Source: an optimization exercise on an open RTL-to-GDS flow (aim: small area and a short achievable clock period). Production flows keep margins and buffers that such runs may drop.
The RTL was checked by simulation tests, not by an equivalence proof against the original design.
No activity file was given, so power comes from the tool's default toggle rates.

// int_exec_unit
module int_exec_unit (
  input  logic                   clk_i,
  input  logic                   rst_n_i,
  input  logic                   instr_valid_i,
  input  rv_exec_pkg::instr_u    instr_i,
  output logic                   result_valid_o,
  output rv_exec_pkg::reg_addr_t result_rd_o,
  output rv_exec_pkg::xlen_t     result_o,
  output logic                   illegal_o
);
Size: ~1100 flip-flops, roughly 50000 µm² of cells after synthesis.
Settings: LEC_CHECK=0, CAP_MARGIN=20, CORE_MARGIN=2, CORE_UTILIZATION=55, CTS_CLUSTER_DIAMETER=100, CTS_CLUSTER_SIZE=20, SETUP_SLACK_MARGIN=5.0, SLEW_MARGIN=20, SYNTH_HIERARCHICAL=1, TNS_END_PERCENT=5; clock period 9.0 ns.
standard.sh (not shown) runs the stock make flow with config.mk's settings and CLKGATE_MAP_FILE= SYNTH_SCRIPT=/design/flow/synth_recipe.tcl, a recipe that flattens the netlist after the stock synthesis.
==> flow/flow/run.sh <==
#!/bin/bash
# The standard layout (the standard.sh, unchanged synthesis and steps),
# with the port buffers made from sky130_fd_sc_hd__buf_4 instead of the
# delay-buffer cell buffer_ports picks by default. Every input and output
# port still gets its own buffer.
set -euo pipefail
bash standard.sh "BUFFER_PORTS_ARGS=-buffer_cell sky130_fd_sc_hd__buf_4" finish > flow_make.log 2>&1
Edit:
--- a/flow/design.v
+++ b/flow/design.v
@@ -75,20 +75,30 @@
 endmodule
 module rf_onehot (
   input  logic [4:0]  a,
   input  logic        en,
   output logic [31:1] y
 );
   always_comb begin
     for (int i = 1; i < 32; i++) y[i] = en & (a == 5'(i));
   end
 endmodule
+module rf_sel (
+  input  logic [4:0]  a,
+  input  logic        en,
+  input  logic [31:1] mask,
+  output logic [31:1] y
+);
+  always_comb begin
+    for (int i = 1; i < 32; i++) y[i] = en & (a == 5'(i)) & ~mask[i];
+  end
+endmodule
 module rf_match (
   input  logic [4:0] a, b,
   input  logic       en,
   output logic       y
 );
   assign y = en & (a == b);
 endmodule
 module rf_read_bit (
   input  logic [32:0] s,
   input  logic [32:0] d,
@@ -204,29 +214,28 @@
   logic arith, inv, is_sll, is_sr;
   assign arith  = (f3 == 3'd0) | (f3 == 3'd2) | (f3 == 3'd3);
   assign inv    = ((f3 == 3'd0) & use_rs2 & instr_i[30]) | (f3 == 3'd2) | (f3 == 3'd3);
   assign is_sll = (f3 == 3'd1);
   assign is_sr  = (f3 == 3'd5);
   logic        valid_q;      
   logic        wnz_q;        
   logic [4:0]  rd_q;         
   logic        illegal_q;
   logic [31:0] res;          
+  logic [31:0] res_wr;       
   logic [31:0] rf [1:31];
-  logic [31:1] stale, stale_rd, dec1, dec2, sel1, sel2;
+  logic [31:1] stale, stale_rd, sel1, sel2;
   logic        f1, f2;
-  rf_onehot u_dec_rs1 (.a (rs1),  .en (1'b1),    .y (dec1));
-  rf_onehot u_dec_rs2 (.a (rs2),  .en (use_rs2), .y (dec2));
   rf_onehot u_dec_st  (.a (rd_q), .en (valid_q), .y (stale_rd));
   rf_onehot u_dec_wr  (.a (rd_q), .en (valid_q), .y (stale));
-  assign sel1 = dec1 & ~stale_rd;
-  assign sel2 = dec2 & ~stale_rd;
+  rf_sel u_sel1 (.a (rs1), .en (1'b1),    .mask (stale_rd), .y (sel1));
+  rf_sel u_sel2 (.a (rs2), .en (use_rs2), .mask (stale_rd), .y (sel2));
   rf_match u_m1 (.a (rs1), .b (rd_q), .en (wnz_q),           .y (f1));
   rf_match u_m2 (.a (rs2), .b (rd_q), .en (wnz_q & use_rs2), .y (f2));
   logic [31:0] imm;
   assign imm = {{20{instr_i[31]}}, instr_i[31:20]};
   logic [31:0] x1, x2, x1_n, x2_n;
   for (genvar b = 0; b < 32; b++) begin : g_rd
     logic [32:0] s1v, d1v, s2v, d2v;
     always_comb begin
       s1v = '0; d1v = '0; s2v = '0; d2v = '0;
       for (int i = 1; i < 32; i++) begin
@@ -345,36 +354,43 @@
   logic [31:0] u3_n;
   for (genvar i = 0; i < 32; i++) begin : g_sh
     exu_sh_bit_n u_s3 (
       .k (k3_q), .l (l3_q), .r (r3_q),
       .d (p_q[i]),
       .d_lo ((i >= 8)  ? p_q[(i >= 8) ? i - 8 : 0] : 1'b0),
       .d_hi ((i < 24)  ? p_q[(i < 24) ? i + 8 : 0] : fill_q),
       .y_n (u3_n[i])
     );
   end
-  logic [31:0] u4, u4i;
+  logic [31:0] u4, u4i, u4w;
   for (genvar i = 0; i < 32; i++) begin : g_sh4
     exu_sh_bit_n u_s4 (
       .k (k4_q), .l (l4_q), .r (r4_q),
       .d (u3_n[i]),
       .d_lo ((i >= 16) ? u3_n[(i >= 16) ? i - 16 : 0] : 1'b1),
       .d_hi ((i < 16)  ? u3_n[(i < 16) ? i + 16 : 0] : fill_n_q),
       .y_n (u4[i])
     );
     exu_sh_bit_n u_s4i (
       .k (k4_q), .l (l4_q), .r (r4_q),
       .d (u3_n[i]),
       .d_lo ((i >= 16) ? u3_n[(i >= 16) ? i - 16 : 0] : 1'b1),
       .d_hi ((i < 16)  ? u3_n[(i < 16) ? i + 16 : 0] : fill_n_q),
       .y_n (u4i[i])
     );
+    exu_sh_bit_n u_s4w (
+      .k (k4_q), .l (l4_q), .r (r4_q),
+      .d (u3_n[i]),
+      .d_lo ((i >= 16) ? u3_n[(i >= 16) ? i - 16 : 0] : 1'b1),
+      .d_hi ((i < 16)  ? u3_n[(i < 16) ? i + 16 : 0] : fill_n_q),
+      .y_n (u4w[i])
+    );
   end
   logic [31:0] gb [LA:5];
   logic [31:0] pb [LA:5];
   assign gb[LA] = gl_q;
   assign pb[LA] = pl_q;
   for (genvar l = LA; l < 5; l++) begin : g_ksb
     for (genvar i = 0; i < 32; i++) begin : g_bit
       if (i >= (2 << l)) begin : g_cell
         exu_ks_cell u_c (
           .g_hi (gb[l][i]), .p_hi (pb[l][i]),
@@ -398,20 +414,25 @@
   exu_result u_res_out (
     .v_i (u4), .c_i (carry), .cout_i (gb[5][31]), .g31_i (gl_q[31]), .p31_i (p_q[31]),
     .sum_i (sum_q), .slt_i (slt_q), .sltu_i (sltu_q),
     .y_o (result_o)
   );
   exu_result u_res_int (
     .v_i (u4i), .c_i (carry), .cout_i (gb[5][31]), .g31_i (gl_q[31]), .p31_i (p_q[31]),
     .sum_i (sum_q), .slt_i (slt_q), .sltu_i (sltu_q),
     .y_o (res)
   );
+  exu_result u_res_wr (
+    .v_i (u4w), .c_i (carry), .cout_i (gb[5][31]), .g31_i (gl_q[31]), .p31_i (p_q[31]),
+    .sum_i (sum_q), .slt_i (slt_q), .sltu_i (sltu_q),
+    .y_o (res_wr)
+  );
   always_ff @(posedge clk_i) begin
     for (int i = 1; i < 32; i++) begin
-      if (stale[i]) rf[i] <= res;
+      if (stale[i]) rf[i] <= res_wr;
     end
   end
   assign result_valid_o = valid_q;
   assign result_rd_o    = rd_q;
   assign illegal_o      = illegal_q;
 endmodule
 `default_nettype wire
What happened: The changed run finished with timing, DRC and antenna clean; count of clock-buffer cells in the layout falls by 2; total power rises by 0.42%; area after synthesis rises by 1.7%; wire length falls by about 4%; cell area rises by 1.0%; synthesized cell count rises by 1.5%; setup slack improved by 0.13 ns; die area rises by about 1.6%.

## port drivers added, routing unchanged
The results above use ideal ports. As a check the final layouts listed here were re-extracted and re-timed, cells and wires unchanged.
Step 1 (the two cells are an assumption about what drives the block):
set clk [get_ports {clk_i}]
set_driving_cell -lib_cell sky130_fd_sc_hd__clkbuf_16 $clk
set_driving_cell -lib_cell sky130_fd_sc_hd__buf_2 [delete_from_list [all_inputs] $clk]
Step 2 adds t to the input delays and takes it off the output delays; t is the mean of the earliest and latest rising clock arrival at the registers after step 1. Input paths then give back, and output paths get back, about the clock's delay inside the block.
Three values: no drivers, after step 1, after step 2; two values: the first two.
run	t (ns)	setup WS [ns]	hold slack, ns	slew at the worst register clock pin (ns)
the first run	0.753	4.096 / 4.039 / 3.286	0.866 / 0.866 / 0.866	0.09 / 0.09
the second run	0.751	4.226 / 4.226 / 3.515	0.856 / 0.856 / 0.856	0.10 / 0.10
After both steps setup and hold are still met in every run listed. The setup slack of the first run, which loses most, moves by -0.057 ns with the drivers and by -0.810 ns with both steps.
